From an optimization exercise on the open Yosys and OpenROAD flow, aimed at small area and a short achievable clock period; shortcuts taken in it are not production practice.
Function was checked by simulation only, so behaviour that the tests miss may differ from the original.
Power is estimated from default activity; no workload was simulated.

v18:
==> flow/design.v (excerpt) <==
module ifft_tf_mult #(
  parameter int DW   = 16,
  parameter int TW   = 12,
  parameter bit CONJ = 1'b1
) (
  input  logic                 clk,
  input  logic                 rst,
  input  logic                 in_valid,
  input  logic                 in_sop,
  input  logic                 in_tw_en,
  input  logic signed [DW-1:0] in_real,
  input  logic signed [DW-1:0] in_imag,
  output logic [2:0]           tf_addr,
  input  logic signed [TW-1:0] tf_real,
  input  logic signed [TW-1:0] tf_imag,
  output logic                 out_valid,
  output logic                 out_sop,
  output logic signed [DW-1:0] out_real,
  output logic signed [DW-1:0] out_imag,
  output logic                 ovf
);
Size: roughly 2300 cells after synthesis, roughly 99 I/O pins, ~26000 µm² of cells after synthesis.
==> flow/config.mk <==
export PLATFORM = sky130hd
export DESIGN_NAME = ifft_tf_mult
export DESIGN_NICKNAME = ifft_tf_mult
export VERILOG_FILES = /design/flow/design.v
export SDC_FILE = /design/flow/constraint.sdc
export NUM_CORES = 4
export LEC_CHECK = 0
export CAP_MARGIN = 20
export CORE_MARGIN = 2
export CORE_UTILIZATION = 55
export CTS_BUF_LIST = sky130_fd_sc_hd__clkbuf_8
export CTS_CLUSTER_DIAMETER = 50
export CTS_CLUSTER_SIZE = 16
export PLACE_DENSITY = 0.7
export SETUP_SLACK_MARGIN = 4.0
export SLEW_MARGIN = 20
export SYNTH_HIERARCHICAL = 1
export SYNTH_MINIMUM_KEEP_SIZE = 0
export TNS_END_PERCENT = 10
==> flow/constraint.sdc <==
create_clock -name core_clock -period 6.5 [get_ports {clk}]
set_input_delay 1.3000 -clock core_clock [delete_from_list [all_inputs] [get_ports {clk}]]
set_output_delay 1.3000 -clock core_clock [all_outputs]
set_load 0.01 [all_outputs]
standard.sh (not shown) runs the stock make flow with config.mk's settings and CLKGATE_MAP_FILE= SYNTH_SCRIPT=/design/flow/synth_recipe.tcl, a recipe that flattens the netlist after the stock synthesis.
==> flow/flow/run.sh <==
#!/bin/bash
# The standard layout, with the port buffers made of plain buf_2 cells instead of the
# delay-buffer cell buffer_ports picks by default. Every port still gets its own buffer.
set -euo pipefail
export BUFFER_PORTS_ARGS="-buffer_cell sky130_fd_sc_hd__buf_2"
bash standard.sh synth > synth.log 2>&1
bash standard.sh > layout.log 2>&1
v18 finished every step from synthesis to the final layout, and the layout passed the timing, DRC and antenna checks.
The following lists how v52 was set up differently from v18:
Settings: TNS_END_PERCENT no longer set, was 10.
Looking at fraction of power consumed by sequential logic across v18 and v52, the one that comes out lower is v18.
On total wire length after detailed routing, v18 and v52 are neck and neck.
Compared with v18, v52 improves worst setup slack.
Clock skew | v52 above v18
v52 ends up with a global-route wire length before repair that is about 0.6% higher than in v18.
Number of signal-net inverters in the final layout: v18 vs v52 identical
[inputs] v55 vs v52
Settings: changing SETUP_SLACK_MARGIN from 4.0 to 4.1.
--- outcome ---
~same clock-pin slew on the worst setup and hold paths in v52 and v55. Compared with v52, v55 shows a met1 track utilization from global routing that is 0.96 points higher. Looking only at arrival time of the worst setup path, and setting everything else aside, the higher value of v52 and v55 goes to v55. Fmax: v55 higher than v52. Per the comparison of v55 with v52, clock skew went down 0.019 ns, combinational power share went up 1.9 points, wire length of the first global-routing pass went up about 1%, utilization went up 0.85 points. ~same instance area at placement in v52 and v55. Comparing v52 against v55, there is no change at all in count of flip-flops with a built-in enable after synthesis. Going from v52 to v55, area of all placed cells without fillers grows by 1.4%.
Input changes introduced in v21 (baseline for comparison: v55):
Settings: SLEW_MARGIN: 20 -> 60; SETUP_SLACK_MARGIN: 4.1 -> 4.0.
==> run summary <==
- Power dissipated by switching net loads (v21 vs. v55) decreases by a few percent
- On v21: share of total power in combinational logic is 2.6 points lower than what v55 gave.
- Summary — relative area of clock buffers and inverters in the final design, v21 relative to v55: higher, by 0.38 points.


ifft_tf_mult, a different RTL version from the one above (not shown whole).
Size in the first run: ~2300 cells after synthesis, roughly 99 I/O pins, roughly 26000 um2 of cells after synthesis.
Settings: LEC_CHECK=0, CAP_MARGIN=20, CORE_MARGIN=2, CORE_UTILIZATION=55, CTS_BUF_LIST=sky130_fd_sc_hd__clkbuf_8, CTS_CLUSTER_DIAMETER=50, CTS_CLUSTER_SIZE=16, PLACE_DENSITY=0.7, SETUP_SLACK_MARGIN=4.2, SLEW_MARGIN=60, SYNTH_HIERARCHICAL=1, SYNTH_MINIMUM_KEEP_SIZE=0; clock period 6.5 ns.
Scripts as last shown in full above: flow/flow/run.sh
The first run completed without violations.
Change:
Settings changed: CTS_BUF_LIST sky130_fd_sc_hd__clkbuf_8 to sky130_fd_sc_hd__clkbuf_16, SETUP_SLACK_MARGIN 4.2 to 4.1.
The new run completed with no timing, DRC or antenna violations.
Clock power rose by 28%.
Via count fell by 1.7%.
Die area stays the same.
Non-clock buffer count fell by 23.
Setup slack improves by 0.11 ns.
Count of clock-buffer cells in the layout fell by 3.
Final area fell by 1.3%.
Fmax rose by 4.3%.
Change:
Settings changed: CTS_BUF_LIST sky130_fd_sc_hd__clkbuf_16 to sky130_fd_sc_hd__clkbuf_8.
Setup slack is worse by 0.011 ns.
Synthesized cell count is unchanged.
Sequential power stays flat.
Change:
Settings changed: SETUP_SLACK_MARGIN 4.1 to 4.15.
Cell area came out higher by about 2%.
Cell count rises by 0.70%.
Global-route usage is about the same.
Sequential cell count stays the same.
Fmax decreases by 1.6%.
Register-to-register slack gets worse by 0.03 ns.


Another version of the RTL of ifft_tf_mult (not shown whole).
Size: roughly 25,000 um^2 of cells after synthesis.
Settings: LEC_CHECK=0, CAP_MARGIN=20, CORE_MARGIN=2, CORE_UTILIZATION=40, CTS_BUF_LIST=sky130_fd_sc_hd__clkbuf_8, SETUP_SLACK_MARGIN=3.5, SLEW_MARGIN=20, SYNTH_HIERARCHICAL=1, SYNTH_MINIMUM_KEEP_SIZE=0; clock period 6.5 ns.
run.sh (not shown) runs the stock make flow with config.mk's settings and CLKGATE_MAP_FILE= SYNTH_SCRIPT=/design/flow/synth_recipe.tcl, a recipe that flattens the netlist after the stock synthesis.
Stock flow here: none of the scripts above is used.
==> next run, changes <==
--- a/flow/config.mk
+++ b/flow/config.mk
@@ -10,4 +10,6 @@
 export CORE_UTILIZATION = 40
 export CTS_BUF_LIST = sky130_fd_sc_hd__clkbuf_8
+export CTS_CLUSTER_DIAMETER = 60
+export CTS_CLUSTER_SIZE = 24
 export SETUP_SLACK_MARGIN = 3.5
 export SLEW_MARGIN = 20
The new run went through all stages and came out clean.
Clock-buffer cell count fell by 45.
Total power fell by 6.3%.
Hold slack gains 9.3 ps.
Cell area fell by 2.0%.
Via count fell by 1.9%.
Synthesized cell count is unchanged.
Die area is unchanged.
Routed wire length fell by 1.7%.
Final cell count fell by 1.8%.
Critical path depth stays the same.
First-iteration DRC count fell by 2.5%.


Another version of the RTL of ifft_tf_mult (not shown whole).
Size in the first run: roughly 2,400 cells after synthesis, ~99 I/O pins, ~27,000 um^2 of cells after synthesis.
clock: 6.5 ns
lec_check: 0
cap_margin: 20
core_margin: 2
core_utilization: 40
cts_buf_list: sky130_fd_sc_hd__clkbuf_8
cts_cluster_diameter: 50
cts_cluster_size: 16
setup_slack_margin: 4.0
slew_margin: 20
synth_hierarchical: 1
synth_minimum_keep_size: 0
standard.sh (not shown) runs the stock make flow with config.mk's settings and CLKGATE_MAP_FILE= SYNTH_SCRIPT=/design/flow/synth_recipe.tcl, a recipe that flattens the netlist after the stock synthesis.
Scripts as last shown in full above: flow/flow/run.sh
The baseline passed the timing, DRC and antenna checks.
Then changed:
--- a/flow/config.mk
+++ b/flow/config.mk
@@ -10 +10 @@
-export CORE_UTILIZATION = 40
+export CORE_UTILIZATION = 55
@@ -13,0 +14 @@
+export PLACE_DENSITY = 0.7
The new run produced a clean layout; core utilization went up by 16 points; combinational power came out lower by about 8%; wire length came out lower by 5.4%; setup slack degrades by 0.024 ns; total power decreases by about 4.5%; cell count fell by about 8%; clock-buffer cell count went down by 1; flip-flop and latch count is unchanged.


ifft_tf_mult again, from the RTL that the note above started with.
Settings: LEC_CHECK=0, CAP_MARGIN=20, CORE_MARGIN=2, CORE_UTILIZATION=40, CTS_BUF_LIST=sky130_fd_sc_hd__clkbuf_8, CTS_CLUSTER_DIAMETER=50, CTS_CLUSTER_SIZE=16, SETUP_SLACK_MARGIN=4.2, SLEW_MARGIN=20, SYNTH_HIERARCHICAL=1, SYNTH_MINIMUM_KEEP_SIZE=0; clock period 6.5 ns.
Scripts as last shown in full above: flow/flow/run.sh
The first run completed without violations.
Change:
CORE_UTILIZATION = 65   (was 40)
PLACE_DENSITY = 0.8   (was default)
SETUP_SLACK_MARGIN = 4.0   (was 4.2)
The new run ran to the end with no violations.
Total power came out lower by 1.1%.
Non-clock buffer count falls by 21.
Sequential power climbs by about 1%.
First-iteration DRC count rose by 39%.
Critical path depth is lower by 4.
Final area went down by 3.1%.
Worst setup slack improved by 0.031 ns.

-- separate check: timing with driven ports --
The results above use ideal ports. As a check the final layouts listed here were re-extracted and re-timed, cells and wires unchanged.
Step 1: set_driving_cell puts a clkbuf_16 on clk and a buf_2 on each other input, an assumption about the parent block.
Step 2 also shifts input and output timing later by t, the mid clock arrival at the registers, as if the neighbouring blocks saw the same clock.
a / b / c = ideal ports / drivers / drivers and shift; a / b = the first two.
run	t, ns	setup WS [ns]	worst setup path after step 2	cell pins on the clock port's net
v18	0.672	3.958 / 3.958 / 3.954	input to register	1
v52	0.705	3.963 / 3.933 / 3.946	input to register	1
v55	0.700	3.981 / 3.948 / 3.931	input to register	1
v21	0.695	3.940 / 3.936 / 3.940	register to register	1
the first run of note 2	0.710	3.927 / 3.927 / 3.927	register to register	1
the second run of note 2	0.623	4.033 / 4.028 / 3.980	input to register	1
the third run of note 2	0.687	4.022 / 3.968 / 3.967	input to register	1
the fourth run of note 2	0.711	3.982 / 3.924 / 4.011	input to register	1
the first run of note 3	0.724	3.561 / 3.502 / 3.229	input to register	1
the second run of note 3	0.670	3.576 / 3.518 / 3.202	input to register	1
the first run of note 4	0.732	3.956 / 3.910 / 3.950	input to register	1
the second run of note 4	0.699	3.932 / 3.932 / 3.932	register to register	1
the first run of note 5	0.728	3.922 / 3.915 / 3.899	input to register	1
the second run of note 5	0.709	3.953 / 3.927 / 3.878	input to register	1
After both steps every run listed still meets setup and hold. The setup slack of the second run of note 3, which loses most, moves by -0.058 ns with the drivers and by -0.374 ns with both steps.
